Context: an optimization exercise on an open-source flow, tuned for small area and a short achievable clock period. The choices shown serve that exercise and are no tape-out recipe. Power figures rest on the tool's default switching activity, not on a simulated workload.

## job 5376
==> flow/design.v (excerpt) <==
module cpu_top (
    input  logic        clk,
    input  logic        reset,
    input  logic        run,
    input  logic        prog_valid,
    input  logic [15:0] prog_addr,
    input  logic [31:0] prog_word,
    output logic        prog_ready,
    output logic        retire_valid,
    output logic [31:0] retire_pc,
    output logic [31:0] retire_instr,
    output logic        retire_we,
    output logic [4:0]  retire_rd,
    output logic [31:0] retire_value
);
    localparam logic [6:0] op_reg   = 7'b0110011;
    localparam logic [6:0] op_imm   = 7'b0010011;
    localparam logic [6:0] op_lui   = 7'b0110111;
    localparam logic [6:0] op_load  = 7'b0000011;
    localparam logic [6:0] op_store = 7'b0100011;
    logic [31:0] imem [32];
    logic [31:0] dmem [32];
    logic [31:0] regs [1:31];
    logic [4:0]  pc;
    logic [31:0] ir;
    logic [31:0] sum_q, oth_q, dsel_q;
    logic        a31_q, b31_q;
    logic        st_q, wr_q, legal_q;
    logic        s_sum_q, s_oth_q, s_rev_q, s_slt_q;
    logic [1023:0] imem_flat, regs_flat, dmem_flat;
    always_comb begin
        for (int i = 0; i < 32; i++) begin
            imem_flat[32*i +: 32] = imem[i];
            dmem_flat[32*i +: 32] = dmem[i];
            regs_flat[32*i +: 32] = (i == 0) ? 32'b0 : regs[i];
        end
    end
    logic [4:0]  rd;
    logic        wen;
    logic        slt;
    logic [31:0] wb;
    assign rd  = ir[11:7];
    assign wen = run && wr_q;
    assign slt = (a31_q == b31_q) ? a31_q : sum_q[31];
    logic [31:0] ld_n, oth_n, oth_rev;
    rdport_d u_dmem_rd (.sel(dsel_q), .words(dmem_flat), .q_n(ld_n));
    always_comb begin
        for (int i = 0; i < 32; i++)
            oth_rev[i] = oth_q[31-i];
    end
    assign oth_n = ~(({32{s_sum_q}} & sum_q) | ({32{s_oth_q}} & oth_q)
                     | ({32{s_rev_q}} & oth_rev) | {31'b0, s_slt_q & slt});
    genvar gj;
    generate
        for (gj = 0; gj < 32; gj++) begin : wb_
            c_nand2   u (.a(ld_n[gj]), .b(oth_n[gj]), .y(wb[gj]));
            c_nand2_o o (.a(ld_n[gj]), .b(oth_n[gj]), .y(retire_value[gj]));
        end
    endgenerate
    always_ff @(posedge clk) begin
        for (int i = 1; i < 32; i++) begin
            if (reset || (wen && rd == 5'(i)))
                regs[i] <= wb & {32{!reset}};
        end
    end
  ...
==> flow/config.mk <==
export PLATFORM = sky130hd
export DESIGN_NAME = cpu_top
export DESIGN_NICKNAME = cpu_top
export VERILOG_FILES = /design/flow/design.v
export SDC_FILE = /design/flow/constraint.sdc
export NUM_CORES = 8
export LEC_CHECK = 0
export CAP_MARGIN = 20
export CORE_MARGIN = 2
export CORE_UTILIZATION = 40
export SETUP_SLACK_MARGIN = 1.0
export SLEW_MARGIN = 20
export SYNTH_HIERARCHICAL = 1
==> flow/constraint.sdc <==
create_clock -name core_clock -period 13.0 [get_ports {clk}]
set_input_delay 2.6000 -clock core_clock [delete_from_list [all_inputs] [get_ports {clk}]]
set_output_delay 2.6000 -clock core_clock [all_outputs]
set_load 0.01 [all_outputs]
standard.sh (not shown) runs the stock make flow with config.mk's settings and CLKGATE_MAP_FILE= SYNTH_SCRIPT=/design/flow/synth_recipe.tcl, a recipe that flattens the netlist after the stock synthesis.
==> flow/flow/run.sh <==
#!/bin/bash
# Own layout flow: the standard synthesis, then every combinational cell set to its
# smallest size, then the standard ORFS layout with timing repair aimed well below the clock
# period, small clock-tree buffers and plain port buffers.
set -euo pipefail
R=orfs/results/$FLOW_PLATFORM/cpu_top/base
KNOBS=(
  "SETUP_SLACK_MARGIN=7.5"
  "TNS_END_PERCENT=10"
  "CTS_BUF_LIST=sky130_fd_sc_hd__clkbuf_16"
  "CTS_CLUSTER_SIZE=24"
  "CTS_CLUSTER_DIAMETER=80"
  "PRE_IO_PLACEMENT_TCL=$PWD/flow/io.tcl"
  "BUFFER_PORTS_ARGS=-buffer_cell sky130_fd_sc_hd__buf_2"
)
bash standard.sh synth > log_synth.txt 2>&1
RESULTS=$R openroad -no_init -exit flow/downsize.tcl > log_downsize.txt 2>&1
touch $R/1_synth.sdc
bash standard.sh "${KNOBS[@]}" finish > log_layout.txt 2>&1
Other scripts of this flow, unchanged in this note and not shown: flow/flow/downsize.tcl, flow/flow/io.tcl
What job 2260 does differently from job 5376 at the input level:
--- a/flow/flow/run.sh
+++ b/flow/flow/run.sh
@@ -12,0 +13 @@
+  "CORE_UTILIZATION=55"
[summary]
- Re relative area of clock buffers and inverters in the final design: job 2260 is 0.19 points down on job 5376.
- The lower cell count of job 5376 and job 2260 is in job 2260.
- Job 5376 has higher total CTS buffers than job 2260.
- Number of well-tap cells placed, job 5376 and job 2260, lower one = job 2260.
- In job 2260, power is lower than in job 5376.
- Delta (job 2260 minus job 5376): total number of multi-input combinational cells stayed essentially flat, clock network power share went down 0.8 points, arrival time at the worst endpoint barely changed.
### job 2260 -> job 2141
--- a/flow/flow/run.sh
+++ b/flow/flow/run.sh
@@ -8,2 +8,2 @@
-  "SETUP_SLACK_MARGIN=7.5"
-  "TNS_END_PERCENT=10"
+  "SETUP_SLACK_MARGIN=7.2"
+  "TNS_END_PERCENT=100"
@@ -13 +12,0 @@
-  "CORE_UTILIZATION=55"
Notes after the runs:
Job 2141 completed every stage of the flow, and the final layout passed the timing, DRC and antenna checks. Job 2260 | stages: all done | timing, DRC, antenna: all pass. Compared with job 2260, in job 2141 final period utilization dropped 1.6 points; via count dropped 1181; met2 routing resource usage after global routing dropped 14 points. Job 2260 → job 2141: wire length fell about 0.9%, antenna diode instance count fell 9.
Input-level comparison between job 5631 and job 2141:
--- a/flow/flow/run.sh
+++ b/flow/flow/run.sh
@@ -8,2 +8,2 @@
-  "SETUP_SLACK_MARGIN=7.2"
-  "TNS_END_PERCENT=100"
+  "SETUP_SLACK_MARGIN=7.5"
+  "TNS_END_PERCENT=30"
### Flow results
- Job 5631: worst-case register-to-register setup slack is 0.08 ns lower than what job 2141 reported.
- Re post-synthesis instance total: no difference whatsoever between job 5631 and job 2141.
- [job 5631] number of antenna violations at the first check in global routing fell 5 relative to job 2141
- The switching share of total power of job 5631 exceeds that of job 2141 by 0.16 points.
- Going from job 2141 to job 5631, shortest period the worst path allows shrank by 0.048 ns, wire length reported by the detailed router grew by about 0.5%, share of the clock period used by the worst path after layout shrank by 0.37 points, instance count on the critical path shrank by 13.
- Total power divided by cell area essentially unchanged between job 5631 and job 2141.
- Compared with job 2141, job 5631 degrades post-route standard cell area excluding fillers.
- Core occupancy in the finished layout in job 5631 is 0.54 points above job 2141.
No run of this note included a check of the RTL's function; only the layout flow was run.

[port drivers added, routing unchanged]
Ports are ideal in the flow. The routed layouts listed here were re-timed in OpenROAD. Step 1: set_driving_cell puts a clkbuf_16 on clk and a buf_2 on each other input, an assumption about the parent block. Step 2 times the ports against the registers' clock, not the clock port: input delays grow and output delays shrink by t, the midpoint of the rising clock arrivals with the driver on. Slacks: no drivers / after step 1 / after step 2; pairs: no drivers / after step 1.
| run | t (ns) | setup slack, ns | worst setup path at the end | cell pins on the clock port's net |
|---|---|---|---|---|
| job 5376 | 1.013 | 6.856 / 6.693 / 5.680 | input to register | 1 |
| job 2260 | 0.978 | 6.721 / 6.337 / 5.359 | input to register | 1 |
| job 2141 | 1.002 | 6.924 / 6.605 / 5.606 | input to register | 1 |
| job 5631 | 1.002 | 6.972 / 6.603 / 5.695 | input to register | 1 |
After both steps every run listed still meets setup and hold. The setup slack of job 2260, which loses most, moves by -0.384 ns with the drivers and by -1.362 ns with both steps.
